Background: an optimization exercise with open tools, aiming at small area, a short achievable clock period and few clock cycles. Do not read the settings as production practice. The RTL was checked by simulation tests, not by an equivalence proof against the original design. Power is estimated from default activity; no workload was simulated.

// masked_event_ring_queue
module masked_event_ring_queue #(
    parameter int QUEUE_DEPTH = 16
) (
    input  logic               clk,
    input  logic               rst_n,
    input  logic               in_valid,
    output logic               in_stall,
    input  logic [1:0]         op,
    input  logic [15:0]        mask,
    input  logic [15:0]        ev_type,
    input  logic [15:0]        ev_message,
    input  logic [15:0]        ev_modifiers,
    input  logic signed [15:0] ev_x,
    input  logic signed [15:0] ev_y,
    input  logic [31:0]        now_tick,
    input  logic signed [15:0] cur_x,
    input  logic signed [15:0] cur_y,
    input  logic [15:0]        cur_modifiers,
    output logic               out_valid,
    input  logic               out_stall,
    output logic               found,
    output logic [15:0]        out_type,
    output logic [15:0]        out_message,
    output logic [15:0]        out_modifiers,
    output logic signed [15:0] out_x,
    output logic signed [15:0] out_y,
    output logic [31:0]        out_when
);
export LEC_CHECK = 0
export ABC_CLOCK_PERIOD_IN_PS = 2500
export CAP_MARGIN = 20
export CORE_MARGIN = 2
export CORE_UTILIZATION = 55
export CTS_CLUSTER_DIAMETER = 80
export CTS_CLUSTER_SIZE = 25
export PLACE_DENSITY = 0.68
export SETUP_SLACK_MARGIN = 2.5
export SLEW_MARGIN = 20
create_clock -name core_clock -period 5.0 [get_ports {clk}]
run.sh (not shown) runs the stock make flow with config.mk's settings and CLKGATE_MAP_FILE= SYNTH_SCRIPT=/design/flow/synth_recipe.tcl, a recipe that flattens the netlist after the stock synthesis.
The starting point produced a clean layout.
Testbench counts at the start, summed over its fixed seeds: cycles 8,286.
Rerun with:
--- a/flow/design.v
+++ b/flow/design.v
@@ -25,57 +25,55 @@
     parameter int N = 15
 ) (
     input  logic [N-1:0][15:0] slot_type,
     input  logic [N-1:0]       live,
     input  logic [N-1:0]       at_or_after_head,
     input  logic [15:0]        mask,
     output logic [N-1:0]       hits,
     output logic [N-1:0]       first,
     output logic               any_hit
 );
     logic [N-1:0][N-1:0] ahead;    
-    logic [N-1:0]        tm;       
     always_comb
     begin
         for (int i = 0; i < N; i++)
         begin
-            tm[i] = |(slot_type[i] & mask);
+            hits[i] = live[i] && |(slot_type[i] & mask);
         end
     end
-    assign hits = tm & live;
     always_comb
     begin
         for (int i = 0; i < N; i++)
         begin
             for (int j = 0; j < N; j++)
             begin
                 if (j < i)
                 begin
-                    ahead[i][j] = live[j] && (at_or_after_head[j] || !at_or_after_head[i]);
+                    ahead[i][j] = at_or_after_head[j] || !at_or_after_head[i];
                 end
                 else if (j > i)
                 begin
-                    ahead[i][j] = live[j] && at_or_after_head[j] && !at_or_after_head[i];
+                    ahead[i][j] = at_or_after_head[j] && !at_or_after_head[i];
                 end
                 else
                 begin
                     ahead[i][j] = 1'b0;
                 end
             end
         end
     end
     always_comb
     begin
         for (int i = 0; i < N; i++)
         begin
-            first[i] = hits[i] && !(|(tm & ahead[i]));
+            first[i] = hits[i] && !(|(hits & ahead[i]));
         end
     end
     assign any_hit = |hits;
 endmodule
 `timescale 1ns / 1ps
 module evq_ram #(
     parameter int WIDTH = 112,
     parameter int DEPTH = 15
 ) (
     input  logic                        clk,
     input  logic [DEPTH-1:0]            we,
@@ -137,23 +135,22 @@
     logic [8:0]          cnt_lo_reg;     
     logic [6:0]          cnt_hi_gt_reg;  
     logic                v1_reg;
     logic                found1_reg;
     logic [N-1:0]        sel1_reg;
     logic [15:0]         cx1_reg, cy1_reg, cmod1_reg;
     logic                out_vld_reg;
     logic                out_found_reg;
     evq_pkg::evq_rec_t   out_rec_reg;
     logic                s2_free;
     logic                s1_stuck;
-    logic                stall_out_reg;  
     logic                acc;
     logic                acc_post;
     logic                acc_query;
     logic                is_get, is_flush;
     evq_pkg::evq_rec_t   post_rec;
     evq_pkg::evq_rec_t   rd_rec;
     logic [N-1:0][W-1:0] words;
     logic [N-1:0][15:0]  types;
     logic [N-1:0]        we;
     logic [N-1:0]        hits;
     logic [N-1:0]        first;
@@ -186,24 +183,24 @@
             for (int j = 0; j < 5; j++)
             begin
                 add_oh44[i+j] = add_oh44[i+j] | (a[i] & b[j]);
             end
         end
     endfunction
     function automatic logic [N-1:0] rot1(input logic [N-1:0] v);
         rot1 = {v[N-2:0], v[N-1]};
     endfunction
     assign s2_free   = !out_vld_reg || !out_stall;
     assign s1_stuck  = v1_reg && !s2_free;
-    assign in_stall  = (stall_out_reg && out_stall) || (fp_reg && (op != evq_pkg::OP_POST));
-    assign acc       = in_valid && !s1_stuck && !(fp_reg && (op != evq_pkg::OP_POST));
+    assign in_stall  = s1_stuck || (fp_reg && (op != evq_pkg::OP_POST));
+    assign acc       = in_valid && !in_stall;
     assign acc_post  = acc && (op == evq_pkg::OP_POST);
     assign acc_query = acc && (op != evq_pkg::OP_POST);
     assign is_get    = (op == evq_pkg::OP_GET);
     assign is_flush  = (op == evq_pkg::OP_FLUSH);
     always_comb
     begin
         post_rec.ev_type   = ev_type;
         post_rec.message   = ev_message;
         post_rec.modifiers = ev_modifiers;
         post_rec.x         = ev_x;
         post_rec.y         = ev_y;
@@ -296,35 +293,33 @@
     begin
         if (!rst_n)
         begin
             hoh_reg     <= N'(1);
             toh_reg     <= N'(1);
             hge_reg     <= '1;
             live_reg    <= '0;
             full_reg    <= 1'b0;
             fp_reg      <= 1'b0;
             v1_reg      <= 1'b0;
             out_vld_reg <= 1'b0;
-            stall_out_reg <= 1'b0;
         end
         else
         begin
             hoh_reg     <= hoh_next;
             toh_reg     <= toh_next;
             hge_reg     <= hge_next;
             live_reg    <= live_next;
             full_reg    <= full_next;
             fp_reg      <= acc_query && is_flush && any_hit;
             v1_reg      <= acc_query || s1_stuck;
             out_vld_reg <= v1_reg || (out_vld_reg && out_stall);
-            stall_out_reg <= (acc_query || s1_stuck) && (v1_reg || (out_vld_reg && out_stall));
         end
     end
     always_ff @(posedge clk)
     begin
         dead_reg <= dead_next;
         cnt_lo_reg <= add_oh44(cnt4(hits[3:0]), cnt4(hits[7:4]));
         for (int k = 0; k < 7; k++)
         begin
             cnt_hi_gt_reg[k] <= |(cnt_hi >> (k + 1));
         end
         if (!s1_stuck)
What happened: Setup slack gets better by 85 ps; routed wire length rose by 1.2%; power rose by 12%; via count rose by about 0.5%; sequential cell count fell by 1; design area rose by about 1%.
Testbench counts after the change, summed over its fixed seeds: cycles 8,286.


RTL: one of the versions met above, not the one the previous note started from.
Size: ~4300 cells after synthesis, about 2000 flip-flops, ~300 I/O pins, about 74000 um2 of cells after synthesis.
export LEC_CHECK = 0
export ABC_CLOCK_PERIOD_IN_PS = 2500
export CAP_MARGIN = 20
export CORE_MARGIN = 2
export CORE_UTILIZATION = 60
export CTS_CLUSTER_DIAMETER = 80
export CTS_CLUSTER_SIZE = 25
export PLACE_DENSITY = 0.72
export SETUP_SLACK_MARGIN = 2.2
export SLEW_MARGIN = 20
create_clock -name core_clock -period 5.0 [get_ports {clk}]
The first run finished clean.
Testbench counts at the start, summed over its fixed seeds: cycles 8,286.
Edit:
--- a/flow/design.v
+++ b/flow/design.v
@@ -23,21 +23,22 @@
 `timescale 1ns / 1ps
 module evq_match #(
     parameter int N = 15
 ) (
     input  logic [N-1:0][15:0] slot_type,
     input  logic [N-1:0]       live,
     input  logic [N-1:0]       at_or_after_head,
     input  logic [15:0]        mask,
     output logic [N-1:0]       hits,
     output logic [N-1:0]       first,
-    output logic               any_hit
+    output logic               any_hit,
+    output logic               two_hits
 );
     logic [N-1:0][N-1:0] ahead;    
     always_comb
     begin
         for (int i = 0; i < N; i++)
         begin
             hits[i] = live[i] && |(slot_type[i] & mask);
         end
     end
     always_comb
@@ -62,20 +63,28 @@
         end
     end
     always_comb
     begin
         for (int i = 0; i < N; i++)
         begin
             first[i] = hits[i] && !(|(hits & ahead[i]));
         end
     end
     assign any_hit = |hits;
+    always_comb
+    begin
+        two_hits = 1'b0;
+        for (int i = 1; i < N; i++)
+        begin
+            two_hits = two_hits | (hits[i] & |(hits & N'((1 << i) - 1)));
+        end
+    end
 endmodule
 `timescale 1ns / 1ps
 module evq_ram #(
     parameter int WIDTH = 112,
     parameter int DEPTH = 15
 ) (
     input  logic                        clk,
     input  logic [DEPTH-1:0]            we,
     input  logic [WIDTH-1:0]            wdata,
     output logic [DEPTH-1:0][WIDTH-1:0] words
@@ -149,20 +158,21 @@
     logic                is_get, is_flush;
     evq_pkg::evq_rec_t   post_rec;
     evq_pkg::evq_rec_t   rd_rec;
     logic [N-1:0][W-1:0] words;
     logic [N-1:0][15:0]  types;
     logic [N-1:0]        we;
     logic [N-1:0]        hits;
     logic [N-1:0]        first;
     logic                any_hit;
     logic                take1;
+    logic                two_hits;
     logic                drop;
     logic                step1;
     logic [N-1:0]        c_gt;           
     logic [N-1:0]        fl_hge;         
     logic [N-1:0]        fl_drop;        
     logic [N-1:0]        fl_head;        
     logic [8:0]          cnt_hi;
     logic [N-1:0]        hoh_next, toh_next, hge_next, live_next, dead_next;
     logic                full_next;
     logic                near_full;
@@ -222,23 +232,24 @@
     );
     evq_match #(
         .N (N)
     ) u_match (
         .slot_type        (types),
         .live             (live_reg & ~dead_reg),
         .at_or_after_head (hge_reg),
         .mask             (mask),
         .hits             (hits),
         .first            (first),
-        .any_hit          (any_hit)
+        .any_hit          (any_hit),
+        .two_hits         (two_hits)
     );
-    assign take1     = acc_query && any_hit && is_get;
+    assign take1     = acc_query && any_hit && (is_get || is_flush);
     assign drop      = acc_post && full_reg;
     assign step1     = take1 || drop;
     assign near_full = |(rot1(toh_reg) & hoh_reg);
     assign cnt_hi = add_oh44(cnt4(hits[11:8]), cnt4({1'b0, hits[14:12]}));
     always_comb
     begin
         for (int k = 0; k < N; k++)
         begin
             c_gt[k] = 1'b0;
             for (int a = 0; a < 9; a++)
@@ -251,26 +262,29 @@
                 begin
                     c_gt[k] = c_gt[k] | (cnt_lo_reg[a] & cnt_hi_gt_reg[k-a]);
                 end
             end
         end
         for (int i = 0; i < N; i++)
         begin
             fl_drop[i] = 1'b0;
             for (int k = 0; k < N; k++)
             begin
-                fl_drop[i] = fl_drop[i] | (hoh_reg[(i - k + N) % N] & c_gt[k]);
+                if (k < N - 1)
+                begin
+                    fl_drop[i] = fl_drop[i] | (hoh_reg[(i - k + N) % N] & c_gt[k+1]);
+                end
             end
         end
         for (int i = 0; i < N; i++)
         begin
-            fl_head[i] = c_gt[N-1] ? hoh_reg[i] : (fl_drop[(i + N - 1) % N] & !fl_drop[i]);
+            fl_head[i] = fl_drop[(i + N - 1) % N] & !fl_drop[i];
         end
         fl_hge = fl_drop[N-1] ? ~(fl_drop & ~hge_reg) : (hge_reg & ~fl_drop);
     end
     always_comb
     begin
         toh_next  = acc_post ? rot1(toh_reg) : toh_reg;
         dead_next = (dead_reg
                      | ((acc_query && is_get) ? first : '0)
                      | ((acc_query && is_flush) ? hits : '0))
                     & ~(acc_post ? toh_reg : '0);
@@ -302,21 +316,21 @@
             v1_reg      <= 1'b0;
             out_vld_reg <= 1'b0;
         end
         else
         begin
             hoh_reg     <= hoh_next;
             toh_reg     <= toh_next;
             hge_reg     <= hge_next;
             live_reg    <= live_next;
             full_reg    <= full_next;
-            fp_reg      <= acc_query && is_flush && any_hit;
+            fp_reg      <= acc_query && is_flush && two_hits;
             v1_reg      <= acc_query || s1_stuck;
             out_vld_reg <= v1_reg || (out_vld_reg && out_stall);
         end
     end
     always_ff @(posedge clk)
     begin
         dead_reg <= dead_next;
         cnt_lo_reg <= add_oh44(cnt4(hits[3:0]), cnt4(hits[7:4]));
         for (int k = 0; k < 7; k++)
         begin
Outcome:
- sequential share of layout area rises by 1.2 points
- clock skew went up by 23 ps
- non-clock buffer count is lower by 79
- total power is higher by 1.6%
- setup slack gets worse by 35 ps
- utilization goes down by 1.0 points
Testbench counts after the change, summed over its fixed seeds: cycles 8,177.

what the ideal ports hide:
No port has a modelled driver above. Below, the same layouts with a new extraction and two added sets of constraints. Step 1, drivers: a clkbuf_16 drives clk and a buf_2 each remaining input, both assumed. Step 2 times the ports against the registers' clock, not the clock port: input delays grow and output delays shrink by t, the midpoint of the rising clock arrivals with the driver on. Three values: no drivers, after step 1, after step 2; two values: the first two.
| run | t, ns | setup slack, ns | worst setup path after step 2 | clock arrival spread, ns | slew at the worst register clock pin (ns) |
|---|---|---|---|---|---|
| the first run of note 1 | 0.826 | 1.850 / 1.850 / 1.112 | input to register | 0.036 / 0.036 | 0.11 / 0.11 |
| the second run of note 1 | 0.826 | 1.935 / 1.962 / 1.155 | input to register | 0.058 / 0.058 | 0.11 / 0.11 |
| the first run of note 2 | 0.792 | 1.913 / 1.925 / 1.134 | input to register | 0.035 / 0.035 | 0.10 / 0.10 |
| the second run of note 2 | 0.811 | 1.878 / 1.878 / 1.141 | input to register | 0.055 / 0.055 | 0.11 / 0.11 |
After both steps setup and hold are still met in every run listed. The setup slack of the second run of note 1, which loses most, moves by +0.027 ns with the drivers and by -0.780 ns with both steps.
